From an optimization exercise on the open Yosys and OpenROAD flow, aimed at small area, a short achievable clock period and few clock cycles per item; shortcuts taken in it are not production practice.
In this exercise RTL edits were held to simulation tests only and were not proved equivalent to the original.
No activity file was given, so power comes from the tool's default toggle rates.

### run.sh
#!/bin/bash
# synth_recipe.tcl (not shown) runs the flow's synth.tcl, then flattens the netlist and writes it again
# the make line also repeats each setting of config.mk as NAME=value (left out here)
make -C /OpenROAD-flow-scripts/flow DESIGN_CONFIG=/design/flow/config.mk WORK_HOME=/design/flow/orfs CLKGATE_MAP_FILE= SYNTH_SCRIPT=/design/flow/synth_recipe.tcl finish
### config.mk
export PLATFORM = sky130hd
export DESIGN_NAME = moving_average_oversampled
export DESIGN_NICKNAME = moving_average_oversampled
export VERILOG_FILES = /design/flow/design.v
export SDC_FILE = /design/flow/constraint.sdc
export NUM_CORES = 4
export LEC_CHECK = 0
export ABC_CLOCK_PERIOD_IN_PS = 2500
export CAP_MARGIN = 20
export CORE_MARGIN = 2
export CORE_UTILIZATION = 55
export SETUP_SLACK_MARGIN = 4.3
export SLEW_MARGIN = 20
### constraint.sdc
create_clock -name core_clock -period 8.0 [get_ports {clk}]
set_input_delay 1.6000 -clock core_clock [delete_from_list [all_inputs] [get_ports {clk}]]
set_output_delay 1.6000 -clock core_clock [all_outputs]
set_load 0.01 [all_outputs]
### design.v
package mao_pkg;
	localparam int WindowDepth = 32;
	localparam int AddrW       = 5;
	localparam int SampleW     = 32;
	localparam int TapW        = 6;
	localparam int FactorW     = 16;
	localparam int CfgDataW    = 16;
	localparam int SumW        = SampleW + $clog2(WindowDepth);
	localparam int RemW        = 5;
	localparam int QuoW        = SampleW - 1;
	localparam logic [TapW-1:0] TapCountReset = TapW'(32);
endpackage
module mao_addsub (
	input  logic [mao_pkg::SumW-1:0] a,
	input  logic [mao_pkg::SumW-1:0] b,
	input  logic                     cin,
	output logic [mao_pkg::SumW-1:0] y
);
	assign y = a + b + mao_pkg::SumW'(cin);
endmodule
module mao_window_ram (
	input  logic                        clk,
	input  logic                        wr_en,
	input  logic                        wr_all,
	input  logic [mao_pkg::AddrW-1:0]   wr_addr,
	input  logic [mao_pkg::SampleW-1:0] wr_data,
	input  logic [mao_pkg::AddrW-1:0]   rd_addr,
	output logic [mao_pkg::SampleW-1:0] rd_data
);
	logic [mao_pkg::SampleW-1:0] mem [mao_pkg::WindowDepth];
	always_ff @(posedge clk) begin
		for (int i = 0; i < mao_pkg::WindowDepth; i++) begin
			if (wr_all || (wr_en && wr_addr == mao_pkg::AddrW'(i))) begin
				mem[i] <= wr_data;
			end
		end
	end
	assign rd_data = mem[rd_addr];
endmodule
module moving_average_oversampled (
	input  logic                                clk,
	input  logic                                arst_n,
	input  logic                                sample_valid,
	output logic                                sample_stall,
	input  logic signed [mao_pkg::SampleW-1:0]  sample,
	output logic                                result_valid,
	input  logic                                result_stall,
	output logic signed [mao_pkg::SampleW-1:0]  filtered,
	output logic                                clipped,
	input  logic                                cfg_valid,
	output logic                                cfg_ready,
	input  logic                                cfg_index,
	input  logic [mao_pkg::CfgDataW-1:0]        cfg_data
);
	localparam int SW = mao_pkg::SumW;    
	localparam int NU = 21;
	logic [5:0] tap_count_q;
	logic [5:0] fac_q;       
	logic [5:0] held_q;
	logic [5:0] tcur;
	logic [5:0] tcur_n;
	logic [5:0] cfg_fac;
	logic       cfg_taps_we;
	assign cfg_ready   = 1'b1;
	assign cfg_taps_we = cfg_valid && !cfg_index;
	assign cfg_fac = (cfg_data == '0) ? 6'd1 :
		((|cfg_data[15:6]) || (cfg_data[5:0] > 6'd33)) ? 6'd33 : cfg_data[5:0];
	assign tcur   = (tap_count_q > 6'd32) ? 6'd32 : tap_count_q;
	assign tcur_n = cfg_taps_we ? ((cfg_data[5:0] > 6'd32) ? 6'd32 : cfg_data[5:0]) : tcur;
	always_ff @(posedge clk or negedge arst_n) begin
		if (!arst_n) begin
			tap_count_q <= mao_pkg::TapCountReset;
			fac_q       <= 6'd1;
		end else if (cfg_valid) begin
			if (!cfg_index) tap_count_q <= cfg_data[5:0];
			else            fac_q       <= cfg_fac;
		end
	end
	logic        primed_q;
	logic [5:0]  teff_q;      
	logic [5:0]  p_q;         
	logic [4:0]  pe_q;        
	logic        alleq_q;     
	logic [4:0]  ra_q;        
	logic        stp_q, up_q, hlv_q, zro_q;
	logic        sstall_q;
	logic [5:0]  d_q;
	logic [6:0]  d3_q;
	logic        dq_ok_q;
	logic [2:0]  dc_cnt_q;
	logic [5:0]  dc_r_q;
	logic [5:0]  dc_quo_q;
	logic        f_sv_q, f_item_q, f_wr_q, f_wall_q;
	logic        f_azero_q, f_ahlv_q, f_bs_q, f_bsh_q, f_cw_q, f_neg_q;
	logic [31:0] f_s_q, f_w_q;
	logic [4:0]  f_wa_q;
	logic        vs_q;
	logic signed [SW-1:0] s_q;
	logic        v0_q;
	logic        or_v_q, os_v_q;
	logic [31:0] or_f_q, os_f_q;
	logic        or_c_q, os_c_q;
	logic        adv;
	logic        accept, prime_op, samp_op, step_op;
	logic [31:0] rd_data;
	assign adv          = !os_v_q;
	logic        en_f_q, en_s_q, en_r_q, en_acc_q;
	always_ff @(posedge clk or negedge arst_n) begin
		if (!arst_n) begin
			en_f_q  <= 1'b0;
			en_s_q  <= 1'b0;
			en_r_q  <= 1'b0;
			en_acc_q <= 1'b0;
		end else begin
			en_acc_q <= adv_n && (adv ? f_sv_q : ad_sv_q);
			en_f_q  <= adv_n;
			en_s_q  <= adv_n && (adv ? (prime_op || samp_op || step_op) : f_sv_q);
			en_r_q  <= adv_n && (adv ? f_item_q : vs_q);
		end
	end
	assign sample_stall = sstall_q;
	assign accept       = sample_valid && !sstall_q;
	assign prime_op     = accept && !primed_q;
	assign samp_op      = accept && primed_q;
	assign step_op      = !accept && step_b;
	mao_window_ram u_ram (
		.clk     (clk),
		.wr_en   (f_wr_q),
		.wr_all  (f_wall_q),
		.wr_addr (f_wa_q),
		.wr_data (f_s_q),
		.rd_addr (ra_q),
		.rd_data (rd_data)
	);
	logic [5:0] teff_n, p_n, pe_inc;
	logic [4:0] pe_n, ra_n;
	logic       alleq_n, primed_n, stp_n, up_n, hlv_n, zro_n;
	logic       teq_n;
	logic       dq_ok_n, adv_n, os_v_n, can_n;
	assign pe_inc = {1'b0, pe_q} + 6'd1;
	function automatic logic [9:0] cand(input logic [5:0] teff, input logic [4:0] pe,
		input logic alleq, input logic [5:0] tc, input logic [5:0] tcn);
		logic stp, up, hlv, zro, teq;
		logic [4:0] ra;
		stp = (teff != tc);
		up  = teff < tc;
		hlv = alleq && !teff[0] && (teff != 6'd0) && ({1'b0, teff[5:1]} >= tc);
		zro = (teff > tc) && ({tc, 1'b1} < teff);
		teq = (teff == tcn);
		ra  = teq ? pe : (up ? teff[4:0] : 5'(teff - 6'd1));
		cand = {stp, up, hlv, zro, teq, ra};
	endfunction
	logic [5:0] teff_a, teff_b, p_a, t_up, t_dn, t_hv;
	logic [4:0] pe_a, pe_b, pe_up, pe_dn, pe_hv;
	logic       alleq_a, dq_ok_a, dq_ok_b, step_b;
	logic [9:0] c_a, c_b, c_0, c_up, c_dn, c_hv, c_zr, c_n;
	logic       can_a, can_b;
	assign step_b = adv && primed_q && stp_q && (hlv_q || zro_q || (!f_wr_q && !f_wall_q));
	always_comb begin
		if (!primed_q) begin
			teff_a  = 6'd32;
			p_a     = p_q;
			pe_a    = p_q[5] ? 5'd0 : p_q[4:0];
			alleq_a = 1'b1;
			dq_ok_a = (fac_q == 6'd1);
		end else begin
			teff_a  = teff_q;
			p_a     = pe_inc;
			pe_a    = (pe_inc >= teff_q) ? 5'd0 : pe_inc[4:0];
			alleq_a = 1'b0;
			dq_ok_a = dq_ok_q;
		end
	end
	assign t_up  = teff_q + 6'd1;
	assign t_dn  = teff_q - 6'd1;
	assign t_hv  = {1'b0, teff_q[5:1]};
	assign pe_up = (p_q >= t_up) ? 5'd0 : p_q[4:0];
	assign pe_dn = (p_q >= t_dn) ? 5'd0 : p_q[4:0];
	assign pe_hv = (p_q >= t_hv) ? 5'd0 : p_q[4:0];
	assign c_a  = cand(teff_a, pe_a, alleq_a, tcur_n, tcur_n);
	assign c_0  = cand(teff_q, pe_q, alleq_q, tcur_n, tcur_n);
	assign c_up = cand(t_up, pe_up, alleq_q, tcur_n, tcur_n);
	assign c_dn = cand(t_dn, pe_dn, alleq_q, tcur_n, tcur_n);
	assign c_hv = cand(t_hv, pe_hv, alleq_q, tcur_n, tcur_n);
	assign c_zr = cand(6'd0, 5'd0, alleq_q, tcur_n, tcur_n);
	always_comb begin
		teff_b  = teff_q;
		pe_b    = pe_q;
		c_b     = c_0;
		dq_ok_b = dq_ok_q || d_load;
		if (step_b) begin
			dq_ok_b = 1'b0;
			if (hlv_q) begin
				teff_b = t_hv;
				pe_b   = pe_hv;
				c_b    = c_hv;
			end else if (zro_q) begin
				teff_b = 6'd0;
				pe_b   = 5'd0;
				c_b    = c_zr;
			end else if (up_q) begin
				teff_b = t_up;
				pe_b   = pe_up;
				c_b    = c_up;
			end else begin
				teff_b = t_dn;
				pe_b   = pe_dn;
				c_b    = c_dn;
			end
		end
	end
	assign can_a = adv_n && primed_q && c_a[5] && dq_ok_a && (teff_q != 6'd1);
	assign can_b = adv_n && (!primed_q || (!step_b && c_0[5] && (dq_ok_q || d_load)));
	assign c_n   = accept ? c_a : c_b;
	assign can_n = accept ? can_a : can_b;
	assign teff_n   = accept ? teff_a : teff_b;
	assign p_n      = accept ? p_a : p_q;
	assign pe_n     = accept ? pe_a : pe_b;
	assign alleq_n  = accept ? alleq_a : alleq_q;
	assign primed_n = primed_q || accept;
	assign dq_ok_n  = accept ? dq_ok_a : dq_ok_b;
	assign stp_n    = primed_n && c_n[9];
	assign up_n     = c_n[8];
	assign hlv_n    = c_n[7];
	assign zro_n    = c_n[6];
	assign teq_n    = c_n[5];
	assign ra_n     = c_n[4:0];
	always_ff @(posedge clk or negedge arst_n) begin
		if (!arst_n) begin
			primed_q <= 1'b0;
			teff_q   <= '0;
			p_q      <= '0;
			pe_q     <= '0;
			alleq_q  <= 1'b0;
			ra_q     <= '0;
			stp_q    <= 1'b0;
			up_q     <= 1'b0;
			hlv_q    <= 1'b0;
			zro_q    <= 1'b0;
			sstall_q <= 1'b0;
		end else begin
			primed_q <= primed_n;
			teff_q   <= teff_n;
			p_q      <= p_n;
			pe_q     <= pe_n;
			alleq_q  <= alleq_n;
			ra_q     <= ra_n;
			stp_q    <= stp_n;
			up_q     <= up_n;
			hlv_q    <= hlv_n;
			zro_q    <= zro_n;
			sstall_q <= !can_n;
		end
	end
	always_ff @(posedge clk or negedge arst_n) begin
		if (!arst_n) begin
			held_q <= 6'd1;
		end else if (prime_op) begin
			held_q <= fac_q;
		end
	end
	logic [6:0] dc_t, dc_diff;
	logic       dc_ge;
	logic [5:0] dc_res;
	logic       dc_restart, d_load;
	assign dc_restart = cfg_taps_we || prime_op;
	logic       dc_fast;
	logic [5:0] dc_fast_q;
	assign dc_fast    = (held_q == 6'd1) || (held_q == 6'd2);
	assign dc_fast_q  = held_q[0] ? tcur : {1'b0, tcur[5:1]};
	assign d_load     = !dq_ok_q && (dc_fast || dc_cnt_q == 3'd6) && (teff_q == tcur) &&
		!f_item_q && !vs_q;
	assign dc_t    = {dc_r_q, tcur[3'd5 - dc_cnt_q]};
	assign dc_diff = dc_t - {1'b0, held_q};
	assign dc_ge   = !dc_diff[6];
	assign dc_res  = dc_fast ? ((dc_fast_q == '0) ? 6'd1 : dc_fast_q) :
		((dc_quo_q == '0) ? 6'd1 : dc_quo_q);
	always_ff @(posedge clk or negedge arst_n) begin
		if (!arst_n) begin
			dq_ok_q  <= 1'b0;
			dc_cnt_q <= '0;
			dc_r_q   <= '0;
			dc_quo_q <= '0;
		end else begin
			if (dc_restart) begin
				dc_cnt_q <= '0;
				dc_r_q   <= '0;
				dc_quo_q <= '0;
			end else if (dc_cnt_q != 3'd6) begin
				dc_cnt_q <= dc_cnt_q + 3'd1;
				dc_r_q   <= dc_ge ? dc_diff[5:0] : dc_t[5:0];
				dc_quo_q <= {dc_quo_q[4:0], dc_ge};
			end
			if (prime_op) begin
				dq_ok_q <= (fac_q == 6'd1);
			end else if (step_op) begin
				dq_ok_q <= 1'b0;
			end else if (d_load) begin
				dq_ok_q <= 1'b1;
			end
		end
	end
	always_ff @(posedge clk) begin
		if (prime_op) begin
			d_q   <= 6'd32;
			d3_q  <= 7'd96;
		end else if (d_load) begin
			d_q   <= dc_res;
			d3_q  <= {dc_res, 1'b0} + {1'b0, dc_res};
		end
	end
	always_ff @(posedge clk or negedge arst_n) begin
		if (!arst_n) begin
			f_sv_q   <= 1'b0;
			f_item_q <= 1'b0;
			f_wr_q   <= 1'b0;
			f_wall_q <= 1'b0;
		end else if (adv) begin
			f_sv_q   <= prime_op || samp_op || step_op;
			f_item_q <= prime_op || samp_op;
			f_wr_q   <= samp_op;
			f_wall_q <= prime_op;
		end
	end
	always_ff @(posedge clk) begin
		if (en_f_q) begin
			f_s_q     <= sample;
			f_w_q     <= rd_data;
			f_wa_q    <= pe_q;
			f_azero_q <= prime_op || (!accept && !hlv_q && zro_q);
			f_ahlv_q  <= !accept && hlv_q;
			f_bs_q    <= samp_op && teff_q != 6'd0;
			f_bsh_q   <= prime_op;
			f_cw_q    <= (samp_op && teff_q != 6'd0) || (!accept && !hlv_q && !zro_q);
			f_neg_q   <= samp_op || !up_q;
		end
	end
	logic [SW-1:0] ad_x, ad_y, ad_sum;
	logic [SW-1:0] ad_q;
	logic          ad_az_q, ad_ahlv_q, ad_sv_q;
	assign ad_x = f_bs_q ? {{(SW-32){f_s_q[31]}}, f_s_q} :
		(f_bsh_q ? {f_s_q, 5'd0} : '0);
	assign ad_y = f_cw_q ? ({{(SW-32){f_w_q[31]}}, f_w_q} ^ {SW{f_neg_q}}) : '0;
	mao_addsub u_add (
		.a   (ad_x),
		.b   (ad_y),
		.cin (f_cw_q && f_neg_q),
		.y   (ad_sum)
	);
	always_ff @(posedge clk or negedge arst_n) begin
		if (!arst_n) begin
			vs_q    <= 1'b0;
			v0_q    <= 1'b0;
			ad_sv_q <= 1'b0;
		end else if (adv) begin
			vs_q    <= f_item_q;
			v0_q    <= vs_q;
			ad_sv_q <= f_sv_q;
		end
	end
	always_ff @(posedge clk) begin
		if (en_s_q) begin
			ad_q      <= ad_sum;
			ad_az_q   <= f_azero_q;
			ad_ahlv_q <= f_ahlv_q;
		end
	end
	logic [SW-1:0] acc_a;
	assign acc_a = ad_az_q ? '0 : (ad_ahlv_q ? {s_q[SW-1], s_q[SW-1:1]} : s_q);
	logic [5:0] r_d_q;
	logic [6:0] r_d3_q;
	always_ff @(posedge clk) begin
		if (en_acc_q) begin
			s_q <= acc_a + ad_q;
		end
	end
	always_ff @(posedge clk) begin
		if (en_r_q) begin
			r_d_q  <= d_q;
			r_d3_q <= d3_q;
		end
	end
	logic [NU:0]       b_v, b_sg, b_clp;
	logic              x_sat;
	logic [NU:0][4:0]  b_r;
	logic [NU:0][31:0] b_d;
	logic [NU:0][5:0]  b_dd;
	logic [NU:0][6:0]  b_d3;
	logic              x_sg;
	logic [35:0]       x_m;
	logic              x_eq, x_small;
	assign x_sg    = s_q[SW-1];
	assign x_m     = s_q[35:0] ^ {36{x_sg}};
	assign x_eq    = ({1'b0, x_m[35:31]} == r_d_q);
	assign x_small = (x_m[30:5] == '0) && (({1'b0, x_m[4:0]} + 6'd1) < r_d_q);
	assign b_v[0]   = v0_q;
	assign b_sg[0]  = x_sg;
	assign x_sat    = ({1'b0, x_m[35:31]} >= r_d_q);
	assign b_clp[0] = x_sat && !(x_sg && x_eq && x_small);
	assign b_r[0]   = {1'b0, x_m[35:32]};
	assign b_d[0]   = x_m[31:0];
	assign b_dd[0]  = r_d_q;
	assign b_d3[0]  = r_d3_q;
	for (genvar u = 0; u < NU; u++) begin : g_unit
		logic [4:0]  r_o;
		logic [31:0] d_o;
		if (u == 0 || u % 2 == 1) begin : g_r4
			logic [6:0] t;
			logic [7:0] e1, e2, e3;
			logic       g1, g2, g3;
			assign t   = {b_r[u], b_d[u][31:30]};
			assign e1  = {1'b0, t} - {2'b0, b_dd[u]};
			assign e2  = {1'b0, t} - {1'b0, b_dd[u], 1'b0};
			assign e3  = {1'b0, t} - {1'b0, b_d3[u]};
			assign g1  = !e1[7];
			assign g2  = !e2[7];
			assign g3  = !e3[7];
			assign r_o = g3 ? e3[4:0] : (g2 ? e2[4:0] : (g1 ? e1[4:0] : t[4:0]));
			assign d_o = {b_d[u][29:0], g2, g3 || (g1 && !g2)};
		end else begin : g_r2
			logic [5:0] t;
			logic [6:0] e1;
			assign t   = {b_r[u], b_d[u][31]};
			assign e1  = {1'b0, t} - {1'b0, b_dd[u]};
			assign r_o = e1[6] ? t[4:0] : e1[4:0];
			assign d_o = {b_d[u][30:0], !e1[6]};
		end
		if (u % 2 == 0) begin : g_reg
			logic en_q;
			always_ff @(posedge clk or negedge arst_n) begin
				if (!arst_n) begin
					b_v[u+1] <= 1'b0;
					en_q     <= 1'b0;
				end else begin
					if (adv) b_v[u+1] <= b_v[u];
					en_q <= adv_n && (adv ? ((u == 0) ? vs_q : b_v[(u >= 2) ? u - 2 : 0]) : b_v[u]);
				end
			end
			always_ff @(posedge clk) begin
				if (en_q) begin
					b_dd[u+1]  <= b_dd[u];
					b_d3[u+1]  <= b_d3[u];
					b_sg[u+1]  <= b_sg[u];
					b_clp[u+1] <= b_clp[u];
					b_r[u+1]   <= r_o;
					b_d[u+1]   <= d_o;
				end
			end
		end else begin : g_wire
			assign b_v[u+1]   = b_v[u];
			assign b_sg[u+1]  = b_sg[u];
			assign b_clp[u+1] = b_clp[u];
			assign b_r[u+1]   = r_o;
			assign b_d[u+1]   = d_o;
			assign b_dd[u+1]  = b_dd[u];
			assign b_d3[u+1]  = b_d3[u];
		end
	end
	logic [31:0] fmt_f;
	logic        fmt_c;
	logic [31:0] fm_sum;
	logic        fm_sat, fm_sg, fm_inc;
	assign fm_sat = b_d[NU][31];
	assign fm_sg  = b_sg[NU];
	assign fm_inc = fm_sg && (({1'b0, b_r[NU]} + 6'd1) != b_dd[NU]);
	assign fm_sum = {fm_sg, b_d[NU][30:0] ^ {31{fm_sg}}} + {31'd0, fm_inc};
	assign fmt_f  = fm_sat ? (fm_sg ? 32'h8000_0000 : 32'h7fff_ffff) : fm_sum;
	assign fmt_c  = b_clp[NU];
	logic take, in_v;
	assign take = or_v_q && !result_stall;
	assign in_v = adv && b_v[NU];
	always_comb begin
		os_v_n = os_v_q;
		if (os_v_q) begin
			if (take) os_v_n = 1'b0;
		end else if (or_v_q && !take && in_v) begin
			os_v_n = 1'b1;
		end
	end
	assign adv_n = !os_v_n;
	always_ff @(posedge clk or negedge arst_n) begin
		if (!arst_n) begin
			or_v_q <= 1'b0;
			os_v_q <= 1'b0;
		end else begin
			os_v_q <= os_v_n;
			if (os_v_q) begin
				if (take) or_v_q <= 1'b1;
			end else if (!or_v_q || take) begin
				or_v_q <= in_v;
			end
		end
	end
	always_ff @(posedge clk) begin
		if (os_v_q) begin
			if (take) begin
				or_f_q <= os_f_q;
				or_c_q <= os_c_q;
			end
		end else if (!or_v_q || take) begin
			or_f_q <= fmt_f;
			or_c_q <= fmt_c;
		end else begin
			os_f_q <= fmt_f;
			os_c_q <= fmt_c;
		end
	end
	assign result_valid = or_v_q;
	assign filtered     = or_f_q;
	assign clipped      = or_c_q;
endmodule
==> impl_metrics.xml <==
<?xml version="1.0" encoding="UTF-8"?>
<metrics>
  <group name="critical_path">
    <metric name="worstPathRequired" unit="ns">8.57</metric>
    <metric name="crit_path_max_fanout" unit="">10</metric>
    <metric name="setup.worst_path.class" unit="">flip-flop to flip-flop</metric>
    <metric name="arrival" unit="ns">4.44</metric>
    <metric name="setup.worst_path.start_class" unit="">flip-flop</metric>
    <metric name="cp-end-kind" unit="">flip-flop</metric>
  </group>
  <group name="power">
    <metric name="vdd_ir_drop_max" unit="mV">0.264</metric>
    <metric name="power_per_cell_area" unit="mW/mm^2">323</metric>
    <metric name="p_leak" unit="nW">37.7</metric>
    <metric name="post-layout-total-power" unit="mW">33.0</metric>
  </group>
  <group name="grt">
    <metric name="grt_start_max_net_pins" unit="">76</metric>
    <metric name="overflow" unit="">0</metric>
    <metric name="grt_antenna_before_repair" unit="">3</metric>
    <metric name="grt_pass1_vias" unit="">53100</metric>
    <metric name="global_route.usage.total" unit="">0.312</metric>
    <metric name="first_pass_grt_wire_length" unit="mm">361</metric>
  </group>
  <group name="clock_network">
    <metric name="clock_path_buffers" unit="">3</metric>
    <metric name="cts_tree" unit="">yes</metric>
    <metric name="holdBufCountCts" unit="">0</metric>
    <metric name="clk-insertion-delay-late" unit="ns">0.87</metric>
    <metric name="clock-root-buffer" unit="">sky130_fd_sc_hd__clkbuf_16</metric>
    <metric name="worst_setup_hold_path_clk_slew" unit="ns">0.06</metric>
    <metric name="htree_levels" unit="">4</metric>
    <metric name="clock_sink_count" unit="">1918</metric>
    <metric name="numCtsBuffers" unit="">193</metric>
  </group>
  <group name="floorplan">
    <metric name="boundaryPins" unit="">90</metric>
    <metric name="die_width" unit="um">400</metric>
    <metric name="floorplan.rows" unit="">145</metric>
    <metric name="initial_core_util" unit="">0.553</metric>
    <metric name="fp.dieArea" unit="mm^2">0.160</metric>
    <metric name="die-height" unit="um">400</metric>
    <metric name="coreArea" unit="mm^2">0.156</metric>
  </group>
  <group name="route">
    <metric name="routed_via_density" unit="">6.21</metric>
    <metric name="route.vias.total" unit="">54900</metric>
    <metric name="detail_route.drc_violations" unit="">0</metric>
    <metric name="route.antenna.remaining_nets" unit="">0</metric>
    <metric name="drt-pass1-iter-count" unit="">5</metric>
    <metric name="drt_iter0_drc" unit="">6608</metric>
    <metric name="wirelength" unit="mm">253</metric>
    <metric name="drt-wirelength-per-cell" unit="um">28.6</metric>
  </group>
  <group name="outcome">
    <metric name="outcome" unit="">no timing/DRC/antenna violations</metric>
  </group>
  <group name="place">
    <metric name="dpl.cell_count" unit="">8078</metric>
    <metric name="dpl.hpwl" unit="mm">141</metric>
    <metric name="number_of_i_o_port_buffers" unit="">88</metric>
    <metric name="globalplace.congestion" unit="">0.891</metric>
  </group>
  <group name="timing">
    <metric name="setup_repair_after_global_routing_missed_its_margin" unit="">yes</metric>
    <metric name="fin_worst_skew" unit="ns">0.0909</metric>
    <metric name="maxClockFrequency" unit="GHz">0.258</metric>
    <metric name="final.min_clock_period" unit="ns">3.87</metric>
    <metric name="hold_viol_final" unit="">0</metric>
    <metric name="fin_crit_sh" unit="">0.484</metric>
    <metric name="fin_hold_ws" unit="ns">0.405</metric>
    <metric name="report.final.setup_viol" unit="">0</metric>
    <metric name="totalNegativeSetupSlack" unit="ns">0</metric>
    <metric name="final_max_slew_viol_count" unit="">0</metric>
    <metric name="worst_slew_margin_rel" unit="">0.264</metric>
    <metric name="timing_worst_slew_pin_value" unit="ns">1.10</metric>
  </group>
  <group name="logic_synthesis">
    <metric name="synth_seq_area_share" unit="">0.660</metric>
    <metric name="synth.area.top_cells" unit="">sky130_fd_sc_hd__edfxtp_1 (63%), sky130_fd_sc_hd__ha_1 (6.4%), sky130_fd_sc_hd__dfrtp_1 (2.8%), sky130_fd_sc_hd__a22o_1 (2.0%), sky130_fd_sc_hd__xnor2_1 (1.8%)</metric>
    <metric name="synth-async-reset-ratio" unit="">0.0511</metric>
    <metric name="syn_area" unit="mm^2">0.0863</metric>
    <metric name="number_of_distinct_standard_cells_referenced_by_the_synthesized_netlist" unit="">93</metric>
    <metric name="yosysWarnings" unit="">73</metric>
    <metric name="synth.net_count" unit="">6566</metric>
    <metric name="avgSynthCellArea" unit="um^2">14.3</metric>
    <metric name="dominantRegCellSynth" unit="">sky130_fd_sc_hd__edfxtp_1</metric>
    <metric name="yosys-top-cells-count" unit="">sky130_fd_sc_hd__edfxtp_1 (1,808), sky130_fd_sc_hd__ha_1 (445), sky130_fd_sc_hd__inv_1 (328)</metric>
    <metric name="synth.ff_latch_count" unit="">1918</metric>
    <metric name="yosysMostFrequentCell" unit="">sky130_fd_sc_hd__edfxtp_1</metric>
    <metric name="synth_top_area_share" unit="">0.629</metric>
    <metric name="post_synth_inst_count" unit="">6019</metric>
    <metric name="synth_largest_area_cell" unit="">sky130_fd_sc_hd__edfxtp_1</metric>
    <metric name="synth_edf_count" unit="">1808</metric>
  </group>
  <group name="finish">
    <metric name="post_route_cells_drive_above_1_share" unit="">0.199</metric>
    <metric name="layout_overhead_on_the_synthesized_area" unit="%">18.3</metric>
    <metric name="final_net_count" unit="">7169</metric>
    <metric name="fin_cells" unit="">8839</metric>
  </group>
  <group name="min_path">
    <metric name="min-delay-path-class" unit="">flip-flop to flip-flop</metric>
  </group>
  <group name="flow_run">
    <metric name="maxCapViolCount" unit="">0</metric>
  </group>
</metrics>
-- sequential cells by signal, summed over array words and instances, names as in the netlist, 37 cells and up --
name       cells
ad_q          37
b_d          352
b_d3          60
b_dd          66
b_r           55
s_q           37
u_ram.mem   1024
-- report_power, final --
group | internal, mW | total, mW | switching [mW]
Combinational | 4.74 | 11.2 | 6.46
Clock | 4.88 | 8.84 | 3.96
Sequential | 12.3 | 13.0 | 0.700
Total | 21.9 | 33.0 | 11.1
-- layout by cell type, fill, tap and decap left out, drive strengths merged, types with 95 or more instances in the layout --
cell and count:
inv 337, a21o 114, clkbuf 240, nor2 316, xnor2 178, a22oi 175, xor2 134, a21oi 299
ha 445, dfrtp 95, buf 533, a221oi 167, nand2 236, mux2i 149, o21ai 207, a22o 201
edfxtp 1808, clkinv 97
-- routing by layer --
metal  GRT usage  routed length, um  vias to the layer above
li1            -                  -                    24500
met1       0.424             100000                    27300
met2       0.511             121000                     2579
met3      0.0574              23000                      511
met4       0.101               8710                        0
met5           0                  0                        -
-- repair_timing --
action,4_1_cts,5_1_grt
setup buffers,270,133
pin swaps,138,153
resized for setup,283,253
gates cloned,2,1
setup endpoints to repair,116,117
-- final timing paths --
path / cells past startpoint / slack, ns / end / startpoint
setup / recovery: 18 / 4.13 / b_r[46] / b_d[255]
hold / removal: 0 / 0.40 / b_d[365] / b_d[298]
setup reg to reg: 18 / 4.13 / b_r[46] / b_d[255]
hold reg to reg: 0 / 0.40 / b_d[365] / b_d[298]
max in group asynchronous: 2 / 6.19 / en_f_q / arst_n
min in group asynchronous: 1 / 0.68 / os_v_q / arst_n
-- final cells by class --
type	instances	area, um^2
diodes	1	2.50
multi-input cells	3553	29600
fillers	11300	53900
well taps	2058	2570
inverters	337	1310
flip-flops and latches	1918	57000
repair buffers	619	5310
clock buffers	238	5070
clock inverters	115	1170
-- kinds of logic after synthesis --
kind of cell,share of synthesized area
DFF,0.660
and+or+nand+nor,0.0575
other,0.0000434
xor gates and xnor gates,0.0317
buffers and inverters,0.0243
AOI/OAI and AO/OA,0.122
adders and majority gates,0.0761
muxes,0.0282
-- stage by stage --
step                       util  setup slack (ns)  instance area [um^2]
after floorplan               -              3.81                 86700
after global placement    0.582              2.47                 90800
after detailed placement  0.582              2.47                 90800
after CTS                 0.641              4.09                100000
after global routing      0.654              3.96                102000
final                     0.654              4.13                102000
-- worst max-delay path, stage by stage (launching register included) --
cell	delay (ns)
sky130_fd_sc_hd__edfxtp_1	0.50
sky130_fd_sc_hd__ha_1	0.36
sky130_fd_sc_hd__nor2b_4	0.14
sky130_fd_sc_hd__o21ai_2	0.15
sky130_fd_sc_hd__a21boi_2	0.08
sky130_fd_sc_hd__o21a_1	0.19
sky130_fd_sc_hd__o21ai_1	0.12
sky130_fd_sc_hd__a21oi_1	0.08
sky130_fd_sc_hd__buf_4	0.14
sky130_fd_sc_hd__buf_4	0.12
sky130_fd_sc_hd__buf_4	0.17
sky130_fd_sc_hd__mux2i_1	0.13
sky130_fd_sc_hd__ha_1	0.34
sky130_fd_sc_hd__a21o_1	0.20
sky130_fd_sc_hd__a21oi_2	0.16
sky130_fd_sc_hd__o21bai_1	0.10
sky130_fd_sc_hd__a21oi_2	0.19
sky130_fd_sc_hd__buf_6	0.15
sky130_fd_sc_hd__mux2_4	0.30
Testbench counts, summed over its fixed seeds: cycles 2,332, items 1,920.

## separate check: timing with driven ports
In the flow no input, the clock included, has a driving cell. The finished layout below was timed again as built, in two steps. Step 1 sets driving cells, clkbuf_16 on the clock port and buf_2 on the other inputs (assumed; they add their load-dependent delay and slew). Step 2, shift: input delay + t, output delay - t, t = (earliest + latest rising clock arrival at the registers) / 2. This alone moves slack from input paths to output paths. Three values: ideal, step 1, step 2; two values: the first two.
shift t [ns]: 0.907
setup WS [ns]: 4.131 / 4.131 / 3.474
pins driven straight from the clock port: 1
After both steps this run still meets setup and hold. The setup slack of this run moves by 0.000 ns with the drivers and by -0.657 ns with both steps.
